This design comes from an exercise in tuning for small area on the open sky130 flow, not from production work. In this exercise RTL edits were held to simulation tests only and were not proved equivalent to the original. Power figures rest on the tool's default switching activity, not on a simulated workload.

job 3750:
Design watch_top, start of the top module:
module watch_top (
    input  logic clock,
    input  logic reset,
    input  logic [watch_pkg::MODE_IN_W-1:0] mode,
    input  logic [watch_pkg::BUTTON_W-1:0] button,
    output logic [watch_pkg::HOUR_W-1:0] hour,
    output logic [watch_pkg::MIN_W-1:0] minute,
    output logic [watch_pkg::MIN_W-1:0] second,
    output logic [watch_pkg::LED_W-1:0] led,
    output logic piezo
);
Settings: LEC_CHECK=0, CAP_MARGIN=20, CORE_MARGIN=2, CORE_UTILIZATION=40, CTS_BUF_LIST=sky130_fd_sc_hd__clkbuf_4, SLEW_MARGIN=20; clock period 10.0 ns.
run.sh (not shown) runs the stock make flow with config.mk's settings and CLKGATE_MAP_FILE= SYNTH_SCRIPT=/design/flow/synth_recipe.tcl, a recipe that flattens the netlist after the stock synthesis.
Input changes introduced in job 9166 (baseline for comparison: job 3750):
Settings: CTS_CLUSTER_DIAMETER: unset -> 50; CTS_CLUSTER_SIZE: unset -> 24; CTS_BUF_LIST: sky130_fd_sc_hd__clkbuf_4 -> unset.
[summary]
- Job 9166 ended with every stage complete and zero timing, DRC or antenna violations.
- Summary of job 9166 over job 3750: clock latency reported for the late side of the worst-skew pair has decreased; combined area of the multi-input logic cells has remained practically unchanged; minimum hold slack has increased.
[inputs] job 8654 vs job 9166
Settings: CTS_CLUSTER_DIAMETER: 50 -> unset; CTS_CLUSTER_SIZE: 24 -> unset.
### Flow results
Comparing job 9166 and job 8654, the higher post-CTS clock slew at the launch and capture registers of the worst setup and hold paths was measured on job 9166. Job 8654 vs. job 9166: clock period minus worst slack down 0.013 ns; via count up 59. Job 8654 against job 9166: fmax essentially unchanged, clock-cell share of area saw an increase. Worst setup path endpoint: recorder0.cur_note[2]$_DFFE_PP_ -> job 8654, recorder0.cur_note[0]$_DFFE_PP_ -> job 9166. Per the comparison of job 8654 with job 9166, hold slack rose 0.0034 ns; routed length per instance rose about 0.7%; worst setup slack for register-to-register paths about even. In job 8654, the fraction of power spent switching nets came out 1.6 points below the value in job 9166. Setup WNS job 9166 -> job 8654: better.

* * *

watch_top, a different RTL version from the one above (not shown whole).
For scale: roughly 960 cells after synthesis, roughly 360 flip-flops, ~44 I/O pins, about 11000 um^2 of cells after synthesis.
export LEC_CHECK = 0
export CAP_MARGIN = 20
export CORE_MARGIN = 2
export CORE_UTILIZATION = 40
export SLEW_MARGIN = 20
create_clock -name core_clock -period 10.0 [get_ports {clock}]
standard.sh (not shown) runs the stock make flow with config.mk's settings and CLKGATE_MAP_FILE= SYNTH_SCRIPT=/design/flow/synth_recipe.tcl, a recipe that flattens the netlist after the stock synthesis.
==> flow/flow/run.sh <==
#!/bin/bash
set -euo pipefail
work=$(pwd)
rm -rf "$work/scripts_area"
cp -r "$FLOW_HOME/scripts" "$work/scripts_area"
cp "$work/flow/abc_area.script" "$work/scripts_area/abc_area.script"
vars=(
  "SCRIPTS_DIR=$work/scripts_area"
  "ABC_AREA=1"
  "BUFFER_PORTS_ARGS=-buffer_cell sky130_fd_sc_hd__buf_1"
  "CTS_ARGS=-sink_clustering_enable -repair_clock_nets -dont_use_dummy_load -sink_clustering_size 40 -sink_clustering_max_diameter 80"
)
bash standard.sh "${vars[@]}" synth > "$work/synth.log" 2>&1
bash standard.sh "${vars[@]}" finish > "$work/layout.log" 2>&1
==> flow/flow/abc_area.script <==
strash
dch -f
amap
strash
dch -f
amap
strash
dch -f
amap
==> next run, changes <==
--- a/flow/flow/run.sh
+++ b/flow/flow/run.sh
@@ -9,5 +9,5 @@
   "ABC_AREA=1"
   "BUFFER_PORTS_ARGS=-buffer_cell sky130_fd_sc_hd__buf_1"
-  "CTS_ARGS=-sink_clustering_enable -repair_clock_nets -dont_use_dummy_load -sink_clustering_size 40 -sink_clustering_max_diameter 80"
+  "CTS_ARGS=-sink_clustering_enable -repair_clock_nets -dont_use_dummy_load -sink_clustering_size 35 -sink_clustering_max_diameter 70"
 )
 bash standard.sh "${vars[@]}" synth > "$work/synth.log" 2>&1
=> The new run passed the timing, design-rule and antenna checks; sequential cell count does not change; combinational power stays flat; via count barely changes; critical path depth is unchanged; clock skew stays flat; final area rose by about 0.6%; setup slack stays flat; global-route usage hardly moves; power grows by 2.7%; fmax stays flat.
==> next run, changes <==
--- a/flow/flow/run.sh
+++ b/flow/flow/run.sh
@@ -9,5 +9,5 @@
   "ABC_AREA=1"
   "BUFFER_PORTS_ARGS=-buffer_cell sky130_fd_sc_hd__buf_1"
-  "CTS_ARGS=-sink_clustering_enable -repair_clock_nets -dont_use_dummy_load -sink_clustering_size 35 -sink_clustering_max_diameter 70"
+  "CTS_ARGS=-sink_clustering_enable -repair_clock_nets -dont_use_dummy_load -buf_list sky130_fd_sc_hd__clkbuf_8 -sink_clustering_size 20 -sink_clustering_max_diameter 50"
 )
 bash standard.sh "${vars[@]}" synth > "$work/synth.log" 2>&1
Outcome: The changed run finished clean; cell area stays flat; wire length grows slightly; total power goes down slightly; utilization barely changes; count of clock-buffer cells in the layout rises by 16; fmax grows slightly; sequential share of layout area hardly moves; non-clock buffer count is unchanged; worst hold slack gains 0.0031 ns; register-to-register slack is worse by 0.03 ns; worst setup slack gains 0.033 ns.
==> next run, changes <==
--- a/flow/flow/run.sh
+++ b/flow/flow/run.sh
@@ -9,5 +9,5 @@
   "ABC_AREA=1"
   "BUFFER_PORTS_ARGS=-buffer_cell sky130_fd_sc_hd__buf_1"
-  "CTS_ARGS=-sink_clustering_enable -repair_clock_nets -dont_use_dummy_load -buf_list sky130_fd_sc_hd__clkbuf_8 -sink_clustering_size 20 -sink_clustering_max_diameter 50"
+  "CTS_ARGS=-sink_clustering_enable -repair_clock_nets -dont_use_dummy_load -sink_clustering_size 30 -sink_clustering_max_diameter 60"
 )
 bash standard.sh "${vars[@]}" synth > "$work/synth.log" 2>&1
=>
- hold slack is better by 0.012 ns
- via count came out lower slightly
- die area stays the same
- setup slack loses 0.024 ns
- maximum frequency goes down slightly
- routed wire length went down slightly
- total power rises by a few percent
- combinational power is about the same
- design area grows slightly

re-timing with driven ports:
How much do the figures lean on ideal ports? The routed layouts below were timed once more, with nothing changed but the port constraints.
Step 1 (the two cells are an assumption about what drives the block):
set clk [get_ports {clock}]
set_driving_cell -lib_cell sky130_fd_sc_hd__clkbuf_16 $clk
set_driving_cell -lib_cell sky130_fd_sc_hd__buf_2 [delete_from_list [all_inputs] $clk]
Step 2 adds t to the input delays and takes it off the output delays; t is the mean of the earliest and latest rising clock arrival at the registers after step 1. Input paths then give back, and output paths get back, about the clock's delay inside the block.
Slacks: ideal ports / drivers / drivers and shift; pairs: ideal ports / drivers.
run	t (ns)	setup slack, ns	clock arrival spread, ns	slew at the worst register clock pin (ns)	pins driven straight from the clock port
job 3750	0.712	5.260 / 5.278 / 4.566	0.047 / 0.047	0.07 / 0.07	1
job 9166	0.546	5.075 / 5.099 / 4.553	0.028 / 0.028	0.09 / 0.09	1
job 8654	0.559	5.088 / 5.112 / 4.553	0.011 / 0.011	0.06 / 0.06	1
the first run of note 2	0.527	4.955 / 4.979 / 4.452	0.080 / 0.080	0.13 / 0.13	1
the second run of note 2	0.538	4.957 / 4.981 / 4.443	0.074 / 0.074	0.12 / 0.12	1
the third run of note 2	0.537	4.990 / 5.007 / 4.469	0.083 / 0.083	0.11 / 0.11	1
the fourth run of note 2	0.557	4.966 / 4.990 / 4.433	0.059 / 0.060	0.10 / 0.10	1
After both steps setup and hold are still met in every run listed. The setup slack of job 3750, which loses most, moves by +0.018 ns with the drivers and by -0.694 ns with both steps.
